What follows belongs to an exercise in optimizing a design on an open flow for small area, a short achievable clock period and few clock cycles; a production flow would make more cautious choices. Where RTL was checked, it was by simulation tests only, not by an equivalence proof against the original. Power figures rest on the tool's default switching activity, not on a simulated workload.

==> flow/design.v <==
package pgtl_pkg;
    localparam int SAMPLE_COUNT = 8;
    localparam int PAIR_SLOTS   = SAMPLE_COUNT * (SAMPLE_COUNT - 1) / 2;
    localparam int POS_W        = 31;
    localparam int GENO_W       = 16;
    localparam int SAMPLE_W     = 3;
    localparam int CODE_W       = 2;
    localparam logic [POS_W-1:0] LONG_TRACT_MIN_RESET = 31'd10000;
    function automatic int pair_slot(input int i, input int j);
        pair_slot = ((i * (2 * SAMPLE_COUNT - i - 1)) >> 1) + (j - i - 1);
    endfunction
    function automatic logic [POS_W:0] prefix_carries(input logic [POS_W-1:0] p,
                                                      input logic [POS_W-1:0] g,
                                                      input logic cin);
        logic [POS_W:0] gg;
        logic [POS_W:0] pp;
        logic [POS_W:0] ng;
        logic [POS_W:0] np;
        gg = {g, cin};
        pp = {p, 1'b0};
        for (int l = 0; (1 << l) <= POS_W; l++)
        begin
            ng = gg;
            np = pp;
            for (int i = 0; i <= POS_W; i++)
            begin
                if (((i >> l) & 1) == 1)
                begin
                    ng[i] = gg[i] | (pp[i] & gg[((i >> l) << l) - 1]);
                    np[i] = pp[i] & pp[((i >> l) << l) - 1];
                end
            end
            gg = ng;
            pp = np;
        end
        prefix_carries = gg;
    endfunction
    function automatic logic carry_out(input logic [POS_W:0] a,
                                       input logic [POS_W:0] b,
                                       input logic cin);
        logic [POS_W+1:0] gg;
        logic [POS_W+1:0] pp;
        logic [POS_W+1:0] ng;
        logic [POS_W+1:0] np;
        gg = {a & b, cin};
        pp = {a | b, 1'b0};
        for (int l = 0; (1 << l) <= POS_W + 1; l++)
        begin
            ng = gg;
            np = pp;
            for (int i = 0; i <= POS_W + 1; i++)
            begin
                if (((i >> l) & 1) == 1)
                begin
                    ng[i] = gg[i] | (pp[i] & gg[((i >> l) << l) - 1]);
                    np[i] = pp[i] & pp[((i >> l) << l) - 1];
                end
            end
            gg = ng;
            pp = np;
        end
        carry_out = gg[POS_W+1];
    endfunction
endpackage
module pgtl_pos_store
(
    input  logic                         clk,
    input  logic                         rst_n,
    input  logic                         clear,
    input  logic [pgtl_pkg::PAIR_SLOTS-1:0] sel,
    input  logic                         wr_en,
    input  logic [pgtl_pkg::POS_W-1:0]   wr_data,
    output logic [pgtl_pkg::POS_W-1:0]   rd_data
);
    logic [pgtl_pkg::POS_W-1:0]      mem [pgtl_pkg::PAIR_SLOTS];
    logic [pgtl_pkg::PAIR_SLOTS-1:0] valid_reg;
    always_ff @(posedge clk or negedge rst_n)
    begin
        if (!rst_n)
            valid_reg <= '0;
        else if (clear)
            valid_reg <= '0;
        else if (wr_en)
            valid_reg <= valid_reg | sel;
    end
    always_ff @(posedge clk)
    begin
        for (int k = 0; k < pgtl_pkg::PAIR_SLOTS; k++)
            if (wr_en && sel[k])
                mem[k] <= wr_data;
    end
    always_comb
    begin
        rd_data = '0;
        for (int k = 0; k < pgtl_pkg::PAIR_SLOTS; k++)
            rd_data = rd_data | (mem[k] & {pgtl_pkg::POS_W{sel[k] & valid_reg[k]}});
    end
endmodule
module pairwise_genotype_tract_lengths
(
    input  logic                          clk,
    input  logic                          rst_n,
    input  logic                          cfg_valid,
    output logic                          cfg_ready,
    input  logic [pgtl_pkg::POS_W-1:0]    cfg_long_tract_min,
    input  logic                          site_valid,
    output logic                          site_ready,
    input  logic                          site_new_scaffold,
    input  logic                          site_is_indel,
    input  logic [pgtl_pkg::POS_W-1:0]    site_position,
    input  logic [pgtl_pkg::GENO_W-1:0]   site_genotypes,
    output logic                          result_valid,
    input  logic                          result_ready,
    output logic [pgtl_pkg::SAMPLE_W-1:0] result_first_sample,
    output logic [pgtl_pkg::SAMPLE_W-1:0] result_second_sample,
    output logic [pgtl_pkg::POS_W-1:0]    result_tract_length,
    output logic                          result_long_tract,
    output logic                          result_last_of_site
);
    localparam int NP = pgtl_pkg::PAIR_SLOTS;
    localparam int PW = pgtl_pkg::POS_W;
    localparam int NS = pgtl_pkg::SAMPLE_COUNT;
    function automatic logic [NP-1:0] below(input logic [NP-1:0] m);
        logic [NP-1:0] o;
        logic [NP-1:0] n;
        o = m;
        for (int l = 0; (1 << l) < NP; l++)
        begin
            n = o;
            for (int i = 0; i < NP; i++)
                if (((i >> l) & 1) == 1)
                    n[i] = o[i] | o[((i >> l) << l) - 1];
            o = n;
        end
        below = {o[NP-2:0], 1'b0};
    endfunction
    function automatic logic two_or_more(input logic [NP-1:0] m);
        logic [31:0] a;
        logic [31:0] t;
        logic [31:0] na;
        logic [31:0] nt;
        a = '0;
        a[NP-1:0] = m;
        t = '0;
        for (int w = 32; w > 1; w = w / 2)
        begin
            na = '0;
            nt = '0;
            for (int i = 0; i < w / 2; i++)
            begin
                na[i] = a[2*i] | a[2*i+1];
                nt[i] = t[2*i] | t[2*i+1] | (a[2*i] & a[2*i+1]);
            end
            a = na;
            t = nt;
        end
        two_or_more = t[0];
    endfunction
    function automatic logic [1:0] count8(input logic [NS-1:0] m);
        logic any;
        logic two;
        any = 1'b0;
        two = 1'b0;
        for (int i = 0; i < NS; i++)
        begin
            two = two | (any & m[i]);
            any = any | m[i];
        end
        count8 = {two, any};
    endfunction
    logic [PW-1:0] long_min_reg;
    assign cfg_ready = 1'b1;
    always_ff @(posedge clk or negedge rst_n)
    begin
        if (!rst_n)
            long_min_reg <= pgtl_pkg::LONG_TRACT_MIN_RESET;
        else if (cfg_valid)
            long_min_reg <= cfg_long_tract_min;
    end
    logic          s_empty;
    logic          s_valid;
    logic          s_ns;
    logic          s_nz;
    logic [PW-1:0] s_pos;
    logic [NP-1:0] s_mask;
    logic [NP-1:0] in_mask;
    logic          in_nz;
    logic          in_more;
    logic          s_more;
    logic          s_take;
    logic          s_leave;
    logic          pend_clear;
    logic          s_rdy;
    logic          s_empty_next;
    assign site_ready = s_rdy;
    assign s_valid    = !s_empty;
    always_comb
    begin
        logic [NS-1:0] ref_s;
        logic [NS-1:0] alt_s;
        logic [1:0]    ref_c;
        logic [1:0]    alt_c;
        for (int i = 0; i < NS; i++)
        begin
            ref_s[i] = (site_genotypes[2*i +: 2] == 2'd0);
            alt_s[i] = (site_genotypes[2*i +: 2] == 2'd2);
        end
        in_mask = '0;
        for (int i = 0; i < NS; i++)
            for (int j = i + 1; j < NS; j++)
                in_mask[pgtl_pkg::pair_slot(i, j)] =
                    !site_is_indel && ((ref_s[i] && alt_s[j]) || (alt_s[i] && ref_s[j]));
        ref_c   = count8(ref_s);
        alt_c   = count8(alt_s);
        in_nz   = !site_is_indel && ref_c[0] && alt_c[0];
        in_more = !site_is_indel && ((ref_c[1] && alt_c[0]) || (ref_c[0] && alt_c[1]));
    end
    always_ff @(posedge clk)
    begin
        if (s_empty)
        begin
            s_ns   <= site_new_scaffold;
            s_nz   <= in_nz;
            s_more <= in_more;
            s_pos  <= site_position;
            s_mask <= in_mask;
        end
    end
    logic          a_valid;
    logic [NP-1:0] a_oh;
    logic [NP-1:0] a_rest;
    logic [PW-1:0] a_pos;
    logic          a_more;
    logic          adv;
    logic          a_fire;
    logic          a_upd;
    logic [NP-1:0] s_m;
    logic [NP-1:0] bl_r;
    logic [NP-1:0] bl_s;
    logic [NP-1:0] lo_r;
    logic [NP-1:0] lo_s;
    logic          clear;
    logic [PW-1:0] rd_data;
    logic [pgtl_pkg::SAMPLE_W-1:0] a_first;
    logic [pgtl_pkg::SAMPLE_W-1:0] a_second;
    logic          out_valid;
    assign adv     = !out_valid || result_ready;
    assign a_fire  = a_valid && adv;
    assign a_upd   = adv || !a_valid;
    assign s_take  = a_upd && !a_more && s_valid && s_nz;
    assign s_leave = s_valid && (!s_nz || (a_upd && !a_more));
    assign clear   = s_take && (s_ns || pend_clear);
    assign s_m  = s_mask & {NP{s_valid}};
    assign bl_r = below(a_rest);
    assign bl_s = below(s_m);
    assign lo_r = a_rest & ~bl_r;
    assign lo_s = s_m & ~bl_s;
    assign s_empty_next = s_empty ? !(site_valid && s_rdy) : s_leave;
    always_ff @(posedge clk or negedge rst_n)
    begin
        if (!rst_n)
            s_rdy <= 1'b0;
        else
            s_rdy <= s_empty_next;
    end
    always_ff @(posedge clk or negedge rst_n)
    begin
        if (!rst_n)
        begin
            s_empty    <= 1'b1;
            a_valid    <= 1'b0;
            a_more     <= 1'b0;
            pend_clear <= 1'b0;
        end
        else
        begin
            s_empty <= s_empty_next;
            if (s_take)
                pend_clear <= 1'b0;
            else if (s_valid && !s_nz && s_ns)
                pend_clear <= 1'b1;
            if (a_upd)
            begin
                if (a_more)
                    a_more <= two_or_more(a_rest);
                else
                    a_more <= s_valid && s_more;
                a_valid <= a_more || (s_valid && s_nz);
            end
        end
    end
    always_ff @(posedge clk)
    begin
        if (a_upd)
        begin
            if (a_more)
            begin
                a_oh   <= lo_r;
                a_rest <= a_rest & bl_r;
            end
            else
            begin
                a_oh   <= lo_s;
                a_rest <= s_m & bl_s;
                a_pos  <= s_pos;
            end
        end
    end
    pgtl_pos_store u_store
    (
        .clk     (clk),
        .rst_n   (rst_n),
        .clear   (clear),
        .sel     (a_oh),
        .wr_en   (a_fire),
        .wr_data (a_pos),
        .rd_data (rd_data)
    );
    always_comb
    begin
        a_first  = '0;
        a_second = '0;
        for (int i = 0; i < NS; i++)
            for (int j = i + 1; j < NS; j++)
                if (a_oh[pgtl_pkg::pair_slot(i, j)])
                begin
                    a_first  = a_first  | i[pgtl_pkg::SAMPLE_W-1:0];
                    a_second = a_second | j[pgtl_pkg::SAMPLE_W-1:0];
                end
    end
    logic                          b_valid;
    logic                          b2_valid;
    logic [PW-1:0]                 b_p;
    logic [PW-1:0]                 b_g;
    logic [pgtl_pkg::SAMPLE_W-1:0] b_first;
    logic [pgtl_pkg::SAMPLE_W-1:0] b_second;
    logic                          b_last;
    logic [PW:0]                   b_c;
    logic                          b_fwd;
    logic [PW:0]                   m_s;
    logic [PW:0]                   m_k;
    logic                          m_geq;
    logic                          min_zero;
    always_ff @(posedge clk or negedge rst_n)
    begin
        if (!rst_n)
        begin
            b_valid   <= 1'b0;
            b2_valid  <= 1'b0;
            out_valid <= 1'b0;
        end
        else if (adv)
        begin
            b_valid   <= a_valid;
            b2_valid  <= b_valid;
            out_valid <= b2_valid;
        end
    end
    always_ff @(posedge clk)
    begin
        if (adv)
        begin
            b_p      <= a_pos ^ ~rd_data;
            b_g      <= a_pos & ~rd_data;
            b_first  <= a_first;
            b_second <= a_second;
            b_last   <= !a_more;
        end
    end
    assign b_c   = pgtl_pkg::prefix_carries(b_p, b_g, 1'b1);
    assign b_fwd = b_c[PW];
    always_comb
    begin
        m_s = '0;
        m_k = '0;
        m_k[0] = 1'b1;
        for (int i = 0; i < PW; i++)
        begin
            m_s[i]   = b_p[i] ^ ~long_min_reg[i];
            m_k[i+1] = b_g[i] | (b_p[i] & ~long_min_reg[i]);
        end
    end
    assign m_geq    = pgtl_pkg::carry_out(m_s, m_k, 1'b1);
    assign min_zero = (long_min_reg == '0);
    logic [PW-1:0]                 b2_diff;
    logic                          b2_fwd;
    logic                          b2_geq;
    logic [pgtl_pkg::SAMPLE_W-1:0] b2_first;
    logic [pgtl_pkg::SAMPLE_W-1:0] b2_second;
    logic                          b2_last;
    always_ff @(posedge clk)
    begin
        if (adv)
        begin
            b2_diff   <= b_p ^ b_c[PW-1:0];
            b2_fwd    <= b_fwd;
            b2_geq    <= m_geq;
            b2_first  <= b_first;
            b2_second <= b_second;
            b2_last   <= b_last;
        end
    end
    logic [pgtl_pkg::SAMPLE_W-1:0] out_first;
    logic [pgtl_pkg::SAMPLE_W-1:0] out_second;
    logic [PW-1:0]                 out_len;
    logic                          out_long;
    logic                          out_last;
    logic                          out_valid_port;
    always_ff @(posedge clk)
    begin
        if (adv)
        begin
            out_first  <= b2_first;
            out_second <= b2_second;
            out_len    <= b2_fwd ? b2_diff : '0;
            out_long   <= b2_fwd ? b2_geq : min_zero;
            out_last   <= b2_last;
        end
    end
    always_ff @(posedge clk or negedge rst_n)
    begin
        if (!rst_n)
            out_valid_port <= 1'b0;
        else
            out_valid_port <= b2_valid || (out_valid_port && !result_ready);
    end
    assign result_valid         = out_valid_port;
    assign result_first_sample  = out_first;
    assign result_second_sample = out_second;
    assign result_tract_length  = out_len;
    assign result_long_tract    = out_long;
    assign result_last_of_site  = out_last;
endmodule
make LEC_CHECK=0 CAP_MARGIN=20 CORE_MARGIN=2 CORE_UTILIZATION=65 CTS_CLUSTER_DIAMETER=80 CTS_CLUSTER_SIZE=25 SETUP_SLACK_MARGIN=3.0 SLEW_MARGIN=20 finish   # period 5.5 ns
run.sh (not shown) runs the stock make flow with config.mk's settings and CLKGATE_MAP_FILE= SYNTH_SCRIPT=/design/flow/synth_recipe.tcl, a recipe that flattens the netlist after the stock synthesis.
Change:
--- a/flow/design.v
+++ b/flow/design.v
@@ -86,18 +86,22 @@
     always_ff @(posedge clk)
     begin
         for (int k = 0; k < pgtl_pkg::PAIR_SLOTS; k++)
             if (wr_en && sel[k])
                 mem[k] <= wr_data;
     end
+    logic [pgtl_pkg::POS_W-1:0] rd_mux;
+    logic                       rd_valid;
     always_comb
     begin
-        rd_data = '0;
+        rd_mux = '0;
         for (int k = 0; k < pgtl_pkg::PAIR_SLOTS; k++)
-            rd_data = rd_data | (mem[k] & {pgtl_pkg::POS_W{sel[k] & valid_reg[k]}});
+            rd_mux = rd_mux | (mem[k] & {pgtl_pkg::POS_W{sel[k]}});
     end
+    assign rd_valid = ((sel & valid_reg) != '0);
+    assign rd_data  = rd_mux & {pgtl_pkg::POS_W{rd_valid}};
 endmodule
 module pairwise_genotype_tract_lengths
 (
     input  logic                          clk,
     input  logic                          rst_n,
     input  logic                          cfg_valid,
@@ -247,13 +251,13 @@
     assign adv     = !out_valid || result_ready;
     assign a_fire  = a_valid && adv;
     assign a_upd   = adv || !a_valid;
     assign s_take  = a_upd && !a_more && s_valid && s_nz;
     assign s_leave = s_valid && (!s_nz || (a_upd && !a_more));
     assign clear   = s_take && (s_ns || pend_clear);
-    assign s_m  = s_mask & {NP{s_valid}};
+    assign s_m  = s_mask;
     assign bl_r = below(a_rest);
     assign bl_s = below(s_m);
     assign lo_r = a_rest & ~bl_r;
     assign lo_s = s_m & ~bl_s;
     assign s_empty_next = s_empty ? !(site_valid && s_rdy) : s_leave;
     always_ff @(posedge clk or negedge rst_n)
Outcome: Synthesized cell count went up slightly; wire length drops by a few percent; sequential cell count is unchanged; power goes down by a few percent; first-iteration DRC count increases by a few percent; utilization shrinks by 2.4 points; count of clock-buffer cells in the layout is lower by 14.
Testbench counts after the change, summed over its fixed seeds: cycles 25,635.
Function not checked in the first run of this note: the RTL went through the layout flow alone.

afterwards: timing with drivers on the ports:
The results above use ideal ports. As a check the final layouts listed here were re-extracted and re-timed, cells and wires unchanged. Step 1: set_driving_cell puts a clkbuf_16 on clk and a buf_2 on each other input, an assumption about the parent block. Step 2, shift: input delay + t, output delay - t, t = (earliest + latest rising clock arrival at the registers) / 2. This alone moves slack from input paths to output paths. Slacks: ideal / step 1 / step 2; pairs: ideal / step 1.
| run | shift t [ns] | slack for setup (ns) | clock arrival spread, ns |
|---|---|---|---|
| the first run | 0.728 | 2.634 / 2.634 / 2.227 | 0.047 / 0.047 |
| the second run | 0.764 | 2.927 / 2.927 / 2.269 | 0.052 / 0.053 |
After both steps every run listed still meets setup and hold. The setup slack of the second run, which loses most, moves by 0.000 ns with the drivers and by -0.658 ns with both steps.
